Context: an optimization exercise on an open-source flow, tuned for small area. The choices shown serve that exercise and are no tape-out recipe.
The RTL was checked by simulation tests, not by an equivalence proof against the original design.
Power and IR drop assume default switching activity.

Setup of v52:
==> flow/design.v <==
`default_nettype none
package noc_pkg;
    typedef enum logic [7:0] {
        RESP_READ  = 8'h40,
        RESP_WRITE = 8'h80
    } resp_kind_e;
    typedef struct packed {
        resp_kind_e                          kind;    
        logic [7:0]                          src_id;  
        logic [7:0]                          len;     
        logic [0:3-1][31:0]     words;   
    } resp_entry_t;
endpackage
`default_nettype wire
`timescale 1ns/1ps
`default_nettype none
module noc_bridge
(
    input  wire logic        c,
    input  wire logic        rst,
    input  wire logic        cmd_w,
    input  wire logic [7:0]  data_w,
    input  wire logic [31:0] data_rd,
    output logic             cmd_r,
    output logic [7:0]       data_r,
    output logic             sel,
    output logic             rw,
    output logic [31:0]      addr,
    output logic [31:0]      data_wr
);
    logic [1:0]  q_k  [0:3];   
    logic [7:0]  q_id [0:3];
    logic [1:0]  q_p  [0:3];   
    logic [31:0] q_a  [0:3];   
    logic [31:0] q_d  [0:2];   
    logic [1:0]  dw;           
    logic [1:0]  dr;           
    logic [1:0]  g;            
    logic [3:0]  pc;           
    logic        pwr;          
    logic [2:0]  wp;           
    logic        act;
    logic [3:0]  b;            
    logic [2:0]  rp;           
    logic        dl;           
    wire op_ok = cmd_w && (data_w == 8'h23 || data_w == 8'h63);
    wire done  = (pc == 4'd6 && !pwr) || pc == 4'd10;
    always_ff @(posedge c or posedge rst) begin
        if (rst) begin
            pc <= '0;
            wp <= '0;
            dw <= '0;
            g  <= '0;
        end else begin
            g <= g + 2'd1;
            if (pc == 4'd0) begin
                if (op_ok) pc <= 4'd1;
            end else if (done) begin
                pc <= 4'd0;
                wp <= wp + 3'd1;
                if (pwr) dw <= (dw == 2'd2) ? 2'd0 : dw + 2'd1;
            end else begin
                pc <= pc + 4'd1;
            end
        end
    end
    always_ff @(posedge c) begin
        if (pc == 4'd0) pwr <= data_w[6];
    end
    wire [1:0]  h    = rp[1:0];
    wire [1:0]  h_k  = q_k[h];
    wire        h_wr = (h_k == 2'd0);
    wire [7:0]  h_id = q_id[h];
    wire [31:0] h_a  = q_a[h];
    wire [31:0] h_d  = q_d[dr];
    wire last   = h_wr ? (b[0] == 1'b1) : (b == {h_k, 2'b11});
    wire rd_cap = act && !h_wr && b[1:0] == {dl, ~dl} && b[3:2] < h_k;
    wire        free = !act || last;
    wire [2:0]  n    = act ? rp + 3'd1 : rp;
    wire [1:0]  n_p  = q_p[n[1:0]];
    wire        ph0  = (g + 2'd1 == n_p);    
    wire        ph1  = (g + 2'd2 == n_p);    
    wire        go   = free && (n != wp) && (ph0 || ph1);
    always_ff @(posedge c or posedge rst) begin
        if (rst) begin
            act <= 1'b0;
            rp  <= '0;
            dr  <= '0;
        end else begin
            if (free) begin
                rp  <= n;
                act <= go;
            end
            if (act && last && h_wr) dr <= (dr == 2'd2) ? 2'd0 : dr + 2'd1;
        end
    end
    always_ff @(posedge c) begin
        if (go) begin
            b  <= '0;
            dl <= ph1;
        end else begin
            b  <= b + 4'd1;
        end
    end
    always_ff @(posedge c) begin
        for (int i = 0; i < 4; i++) begin
            q_a[i] <= {(wp[1:0] == 2'(i) && pc >= 4'd2 && pc <= 4'd5) ? data_w : q_a[i][7:0],
                       q_a[i][31:8]};
            if (wp[1:0] == 2'(i)) begin
                if (pc == 4'd1) q_id[i] <= data_w;
                if (pc == 4'd6) q_k[i]  <= pwr ? 2'd0 : data_w[3:2];
                if (done)       q_p[i]  <= g + 2'd1;
            end
        end
        for (int i = 0; i < 3; i++) begin
            q_d[i] <= {(dw == 2'(i) && pc >= 4'd7) ? data_w : q_d[i][7:0], q_d[i][31:8]};
        end
    end
    logic [31:0] wb;
    logic [7:0]  wt;
    always_ff @(posedge c) begin
        wb <= rd_cap ? data_rd : {data_rd[31:24], wb[31:8]};
        wt <= wb[7:0];
    end
    wire [31:0] a_al = {h_a[23:0], h_a[31:24]};
    assign sel     = act && (h_wr ? (b == {3'b0, dl}) : (b[1:0] == {1'b0, dl} && b[3:2] < h_k));
    assign rw      = h_wr;
    assign addr    = {a_al[31:2] + 30'(b[3:2]), a_al[1:0]};
    assign data_wr = h_d;
    always_comb begin
        cmd_r  = 1'b0;
        data_r = 8'h00;
        if (act) begin
            if (b == 4'd0) begin
                cmd_r  = 1'b1;
                data_r = h_wr ? 8'h80 : 8'h40;
            end else if (b == 4'd1) begin
                data_r = h_id;
            end else if (b == 4'd2) begin
                data_r = {4'b0, h_k, 2'b00};
            end else if (last) begin
                cmd_r  = 1'b1;
                data_r = 8'hE0;
            end else begin
                data_r = dl ? wb[7:0] : wt;
            end
        end
    end
endmodule
`default_nettype wire
clock: 5.0 ns
lec_check: 0
cap_margin: 20
core_margin: 2
core_utilization: 40
place_density: 0.9
slew_margin: 20
standard.sh (not shown) runs the stock make flow with config.mk's settings and CLKGATE_MAP_FILE= SYNTH_SCRIPT=/design/flow/synth_recipe.tcl, a recipe that flattens the netlist after the stock synthesis.
==> flow/flow/run.sh <==
#!/bin/bash
# Standard layout, with the port buffers made of the smallest buffer cell and no dummy clock loads.
set -euo pipefail
bash standard.sh "BUFFER_PORTS_ARGS=-buffer_cell sky130_fd_sc_hd__buf_1" "CTS_ARGS=-sink_clustering_enable -repair_clock_nets -sink_clustering_size 20 -sink_clustering_max_diameter 50 -buf_list sky130_fd_sc_hd__clkbuf_8 -dont_use_dummy_load" finish > standard_flow.log 2>&1
v52: all stages complete, timing, DRC and antenna checks passed
Setup changes, v52 to v6
==> flow/flow/run.sh <==
#!/bin/bash
# Standard layout, with the port buffers made of the smallest buffer cell.
set -euo pipefail
bash standard.sh "BUFFER_PORTS_ARGS=-buffer_cell sky130_fd_sc_hd__buf_1" finish > standard_flow.log 2>&1
diff --git a/flow/config.mk b/flow/config.mk
--- a/flow/config.mk
+++ b/flow/config.mk
@@ -9,4 +9,5 @@
 export CORE_MARGIN = 2
-export CORE_UTILIZATION = 40
-export PLACE_DENSITY = 0.9
+export CORE_UTILIZATION = 65
+export CTS_CLUSTER_DIAMETER = 100
+export CTS_CLUSTER_SIZE = 25
 export SLEW_MARGIN = 20
--- outcome ---
v6 against v52: number of instances in the placed design shows a reduction of 151; placeable core area now sits lower; clock power share moved up; length of routed met3 wiring decreased 35%. Global-route wire length before repair: v6 < v52. Changes observed in v6 relative to v52: cell leakage power higher; critical path's largest stage delay higher; post-route worst setup slack higher; shortest period the worst path allows lower.
### v6 -> v43
diff --git a/flow/config.mk b/flow/config.mk
--- a/flow/config.mk
+++ b/flow/config.mk
@@ -9,5 +9,5 @@
 export CORE_MARGIN = 2
-export CORE_UTILIZATION = 65
-export CTS_CLUSTER_DIAMETER = 100
-export CTS_CLUSTER_SIZE = 25
+export CORE_UTILIZATION = 40
+export CTS_CLUSTER_DIAMETER = 80
+export CTS_CLUSTER_SIZE = 30
 export SLEW_MARGIN = 20
==> notes.md <==
- Re multiplexer fraction of the synthesized cell area: no difference whatsoever between v43 and v6.
- Comparing v43 and v6, via count is lower on v43.
- Per the final summary, v43 finished and its layout is clean on timing, DRC and antenna.
- As far as power dissipated in sequential cells is concerned, v43 and v6 perform about the same.
- Delta (v43 minus v6): total wirelength of the detailed-routed design increased about 8%; area overhead of the layout relative to synthesis increased 1.6 points; core utilization decreased 27 points; average vias per placed instance decreased about 12%.
- | combinational share of power | v43 vs v6 | 0.3 points higher |
- Of v43 and v6, the lower net switching power of the design belongs to v6.
### v43 -> v56
==> flow/run.sh (new file) <==
#!/bin/bash
# synth_recipe.tcl (not shown) runs the flow's synth.tcl, then flattens the netlist and writes it again
# the make line also repeats each setting of config.mk as NAME=value (left out here)
make -C /OpenROAD-flow-scripts/flow DESIGN_CONFIG=/design/flow/config.mk WORK_HOME=/design/flow/orfs CLKGATE_MAP_FILE= SYNTH_SCRIPT=/design/flow/synth_recipe.tcl finish
diff --git a/flow/config.mk b/flow/config.mk
--- a/flow/config.mk
+++ b/flow/config.mk
@@ -10,4 +10,4 @@
 export CORE_UTILIZATION = 40
-export CTS_CLUSTER_DIAMETER = 80
-export CTS_CLUSTER_SIZE = 30
+export CTS_CLUSTER_DIAMETER = 100
+export CTS_CLUSTER_SIZE = 25
 export SLEW_MARGIN = 20
removed: flow/flow/run.sh
removed: flow/standard.sh
### Flow results
On register-to-register slack, v43 loses to v56. Side by side, final clock skew turned out higher in v56 than in v43. v56 packs its core tighter than v43.

---

## job 8116
// noc_bridge: RTL as listed in full above, without the edits since
Settings: LEC_CHECK=0, CAP_MARGIN=20, CORE_MARGIN=2, CORE_UTILIZATION=40, SLEW_MARGIN=20; clock period 5.0 ns.
==> flow/flow/run.sh <==
#!/bin/bash
# Standard layout, with the port buffers made of the smallest buffer cell and no dummy clock loads.
set -euo pipefail
bash standard.sh "BUFFER_PORTS_ARGS=-buffer_cell sky130_fd_sc_hd__buf_1" "CTS_ARGS=-sink_clustering_enable -repair_clock_nets -sink_clustering_size 25 -sink_clustering_max_diameter 100 -dont_use_dummy_load" finish > standard_flow.log 2>&1
The following lists how job 9499 was set up differently from job 8116:
==> flow/flow/run.sh <==
#!/bin/bash
# Standard layout, with the port buffers made of the smallest buffer cell and no dummy clock loads.
set -euo pipefail
bash standard.sh "BUFFER_PORTS_ARGS=-buffer_cell sky130_fd_sc_hd__buf_1" "CTS_ARGS=-sink_clustering_enable -repair_clock_nets -sink_clustering_size 18 -sink_clustering_max_diameter 60 -buf_list sky130_fd_sc_hd__clkbuf_8 -dont_use_dummy_load" finish > standard_flow.log 2>&1
--- a/flow/config.mk
+++ b/flow/config.mk
@@ -9,3 +9,4 @@
 export CORE_MARGIN = 2
-export CORE_UTILIZATION = 40
+export CORE_UTILIZATION = 60
+export PLACE_DENSITY = 0.9
 export SLEW_MARGIN = 20
==> notes.md <==
- Result: PASS for each of job 9499 and job 8116
- Clock-pin slew on the worst setup and hold paths essentially unchanged between job 9499 and job 8116.
- In job 9499 the sequential share of layout area turned out 1.2 points higher than in job 8116.
- Taking job 8116 as the reference, in job 9499 critical path depth climbed 5; maximum frequency from static timing analysis dropped about 1.8%.
- Job 9499 vs job 8116 — net total in the final layout climbed slightly
- In the tables for job 9499 and job 8116, worst hold slack reads lower with job 8116.
- Across both runs, global-route usage was higher for job 9499 than for job 8116.
- The core of job 9499 is more densely filled than that of job 8116.
- Going from job 8116 to job 9499, via count +about 2.6%, routed wire length shows a reduction of 4.7%, met1 track utilization from global routing picked up an extra 7.2 points.
What job 3217 does differently from job 9499 at the input level:
==> flow/flow/run.sh <==
#!/bin/bash
# Standard layout, with the port buffers made of the smallest buffer cell.
set -euo pipefail
bash standard.sh "BUFFER_PORTS_ARGS=-buffer_cell sky130_fd_sc_hd__buf_1" finish > standard_flow.log 2>&1
--- a/flow/config.mk
+++ b/flow/config.mk
@@ -9,4 +9,3 @@
 export CORE_MARGIN = 2
-export CORE_UTILIZATION = 60
-export PLACE_DENSITY = 0.9
+export CORE_UTILIZATION = 40
 export SLEW_MARGIN = 20
### Flow results
Job 9499 → job 3217: period utilization decreased by 0.90 points relative to the old numbers, synthesized area closely matched the old numbers, wire length of the first global-routing pass increased by 6.4% relative to the old numbers. Job 3217 vs job 9499: highest net fanout along the worst path up in job 3217. Sort job 9499 and job 3217 by clock skew, ascending, and job 3217 comes first. Compared job 3217 against job 9499; number of enable flip-flop cells after synthesis within noise. Job 3217 packs its core more loosely than job 9499.
diff inputs: job 3217 => job 2199
==> flow/flow/run.sh <==
#!/bin/bash
# Standard layout, with the port buffers made of the smallest buffer cell and no dummy clock loads.
set -euo pipefail
bash standard.sh "BUFFER_PORTS_ARGS=-buffer_cell sky130_fd_sc_hd__buf_1" "CTS_ARGS=-sink_clustering_enable -repair_clock_nets -sink_clustering_size 15 -sink_clustering_max_diameter 50 -buf_list sky130_fd_sc_hd__clkbuf_8 -dont_use_dummy_load" finish > standard_flow.log 2>&1
Job 2199 has completed all stages; timing, DRC and antenna checks passed.
Clock latency of the later-clocked register in the worst-skew pair in job 2199 is 0.03 ns above job 3217.
Job 2199 ended up with a lower number of clock-tree buffers in the layout than job 3217 did.
Between job 2199 and job 3217, it is job 2199 whose via count of the first global-routing pass is lower, by 1.8%.
Compared with job 3217, in job 2199 layout overhead on the synthesized area -5.5 points, number of buffers and inverters on the critical path -1, register-to-register slack +0.02 ns, inverter count of the layout excluding clock inverters ~0 delta, data required time at the worst endpoint ~0 delta.
In the flow results for job 3217 and job 2199, the portion of total power attributed to sequential cells is larger on job 2199.
Changes in job 3824 relative to job 2199:
==> flow/flow/run.sh <==
#!/bin/bash
# Standard layout, with the port buffers made of the smallest buffer cell and no dummy clock loads.
set -euo pipefail
bash standard.sh "BUFFER_PORTS_ARGS=-buffer_cell sky130_fd_sc_hd__buf_1" "CTS_ARGS=-sink_clustering_enable -repair_clock_nets -sink_clustering_size 18 -sink_clustering_max_diameter 60 -buf_list sky130_fd_sc_hd__clkbuf_8 -dont_use_dummy_load" finish > standard_flow.log 2>&1
--- a/flow/config.mk
+++ b/flow/config.mk
@@ -10,2 +10,3 @@
 export CORE_UTILIZATION = 40
+export PLACE_DENSITY = 0.9
 export SLEW_MARGIN = 20
Results
Summary of job 3824 over job 2199: routed wire length decreased by about 0.9% relative to the old numbers; combinational power was more or less identical; power fell by 1.9%; DRC violations left held; number of cells on the critical path grew by 1.
In the tables for job 2199 and job 3824, design area reads lower with job 3824.
Job 2199 has a higher global-route usage than job 3824.
Fraction of power consumed by sequential logic in job 3824 is 1.3 points above job 2199.
Least setup slack across all paths after layout delta for job 3824 relative to job 2199: 0.054 ns lower

---

## indigo
RTL: the design.v shown in full above, as it stands there.
export LEC_CHECK = 0
export CAP_MARGIN = 20
export CORE_MARGIN = 2
export CORE_UTILIZATION = 40
export SLEW_MARGIN = 20
create_clock -name core_clock -period 5.0 [get_ports {c}]
run.sh (not shown) runs the stock make flow with config.mk's settings and CLKGATE_MAP_FILE= SYNTH_SCRIPT=/design/flow/synth_recipe.tcl, a recipe that flattens the netlist after the stock synthesis.
Stock flow here: none of the scripts above is used.
Changes in nickel relative to indigo:
==> flow/flow/run.sh (new file) <==
#!/bin/bash
# Standard layout, with the port buffers made of the smallest buffer cell and no dummy clock loads.
set -euo pipefail
bash standard.sh "BUFFER_PORTS_ARGS=-buffer_cell sky130_fd_sc_hd__buf_1" "CTS_ARGS=-sink_clustering_enable -repair_clock_nets -sink_clustering_size 18 -sink_clustering_max_diameter 60 -buf_list sky130_fd_sc_hd__clkbuf_8 -dont_use_dummy_load" finish > standard_flow.log 2>&1
==> flow/standard.sh (new file) <==
#!/bin/bash
# synth_recipe.tcl (not shown) runs the flow's synth.tcl, then flattens the netlist and writes it again
# the make line also repeats each setting of config.mk as NAME=value (left out here)
make -C /OpenROAD-flow-scripts/flow DESIGN_CONFIG=/design/flow/config.mk WORK_HOME=/design/flow/orfs CLKGATE_MAP_FILE= SYNTH_SCRIPT=/design/flow/synth_recipe.tcl "${@:-finish}"
removed: flow/run.sh
==> comparison <==
- indigo has higher detail-routed via count per cell than nickel.
- Compared nickel vs indigo, and met2 track demand over resource in global routing is down in nickel.
- Diff indigo -> nickel | wire length on met3 | down by more than 10%
- The run showing the greater share of the cycle needed by the critical path after routing is indigo.
- Clock latency at the later pin of the worst-skew pair ends up higher on nickel.
- Relative to indigo, post-route worst hold slack decreased by 0.031 ns in nickel.
Inputs modified between nickel and pepper:
# nickel
export LEC_CHECK = 0
export CAP_MARGIN = 20
export CORE_MARGIN = 2
export CORE_UTILIZATION = 40
export SLEW_MARGIN = 20
create_clock -name core_clock -period 5.0 [get_ports {c}]
# pepper
export LEC_CHECK = 0
export CAP_MARGIN = 20
export CORE_MARGIN = 2
export CORE_UTILIZATION = 40
export CTS_CLUSTER_DIAMETER = 100
export CTS_CLUSTER_SIZE = 25
export SLEW_MARGIN = 20
create_clock -name core_clock -period 5.0 [get_ports {c}]
==> flow/flow/run.sh <==
#!/bin/bash
# Standard layout, with the port buffers made of the smallest buffer cell.
set -euo pipefail
bash standard.sh "BUFFER_PORTS_ARGS=-buffer_cell sky130_fd_sc_hd__buf_1" finish > standard_flow.log 2>&1
[summary]
- Both conditions hold for pepper: the flow ran to the end and the final layout passed the timing, DRC and antenna checks.
- For met3 track utilization from global routing, pepper and nickel come out practically identical.
- In terms of met1 capacity usage during global routing, nickel and pepper differ only marginally.
- Compared pepper against nickel; global-route usage within noise.
- Worst-skew pair later-pin latency, pepper and nickel: smaller value in pepper
- pepper against nickel: routed wire length moved up, internal cell power moved up, final instance area moved up, global routing met2 resource utilization level, combinational cell fraction of total power moved down.
- Higher shortest clock period the worst path allows after layout goes to nickel over pepper.

static timing again, ports no longer ideal:
No port has a modelled driver above. Below, the same layouts with a new extraction and two added sets of constraints.
Step 1 sets driving cells, clkbuf_16 on the clock port and buf_2 on the other inputs (assumed; they add their load-dependent delay and slew).
Step 2 adds t to the input delays and takes it off the output delays; t is the mean of the earliest and latest rising clock arrival at the registers after step 1. Input paths then give back, and output paths get back, about the clock's delay inside the block.
a / b / c = ideal / step 1 / step 2; a / b = the first two.
run	shift t [ns]	setup WS [ns]	worst setup path at the end
v52	0.593	0.229 / 0.190 / 0.783	register to output
v6	0.536	0.238 / 0.193 / 0.729	register to output
v43	0.551	0.320 / 0.271 / 0.822	register to output
v56	0.547	0.200 / 0.152 / 0.699	register to output
job 8116	0.534	0.364 / 0.319 / 0.854	register to output
job 9499	0.570	0.277 / 0.235 / 0.805	register to output
job 3217	0.551	0.322 / 0.275 / 0.826	register to output
job 2199	0.554	0.314 / 0.269 / 0.823	register to output
job 3824	0.566	0.260 / 0.221 / 0.787	register to output
indigo	0.555	0.148 / 0.101 / 0.656	register to output
nickel	0.597	0.244 / 0.200 / 0.797	register to output
pepper	0.547	0.358 / 0.313 / 0.860	register to output
After both steps setup and hold are still met in every run listed.
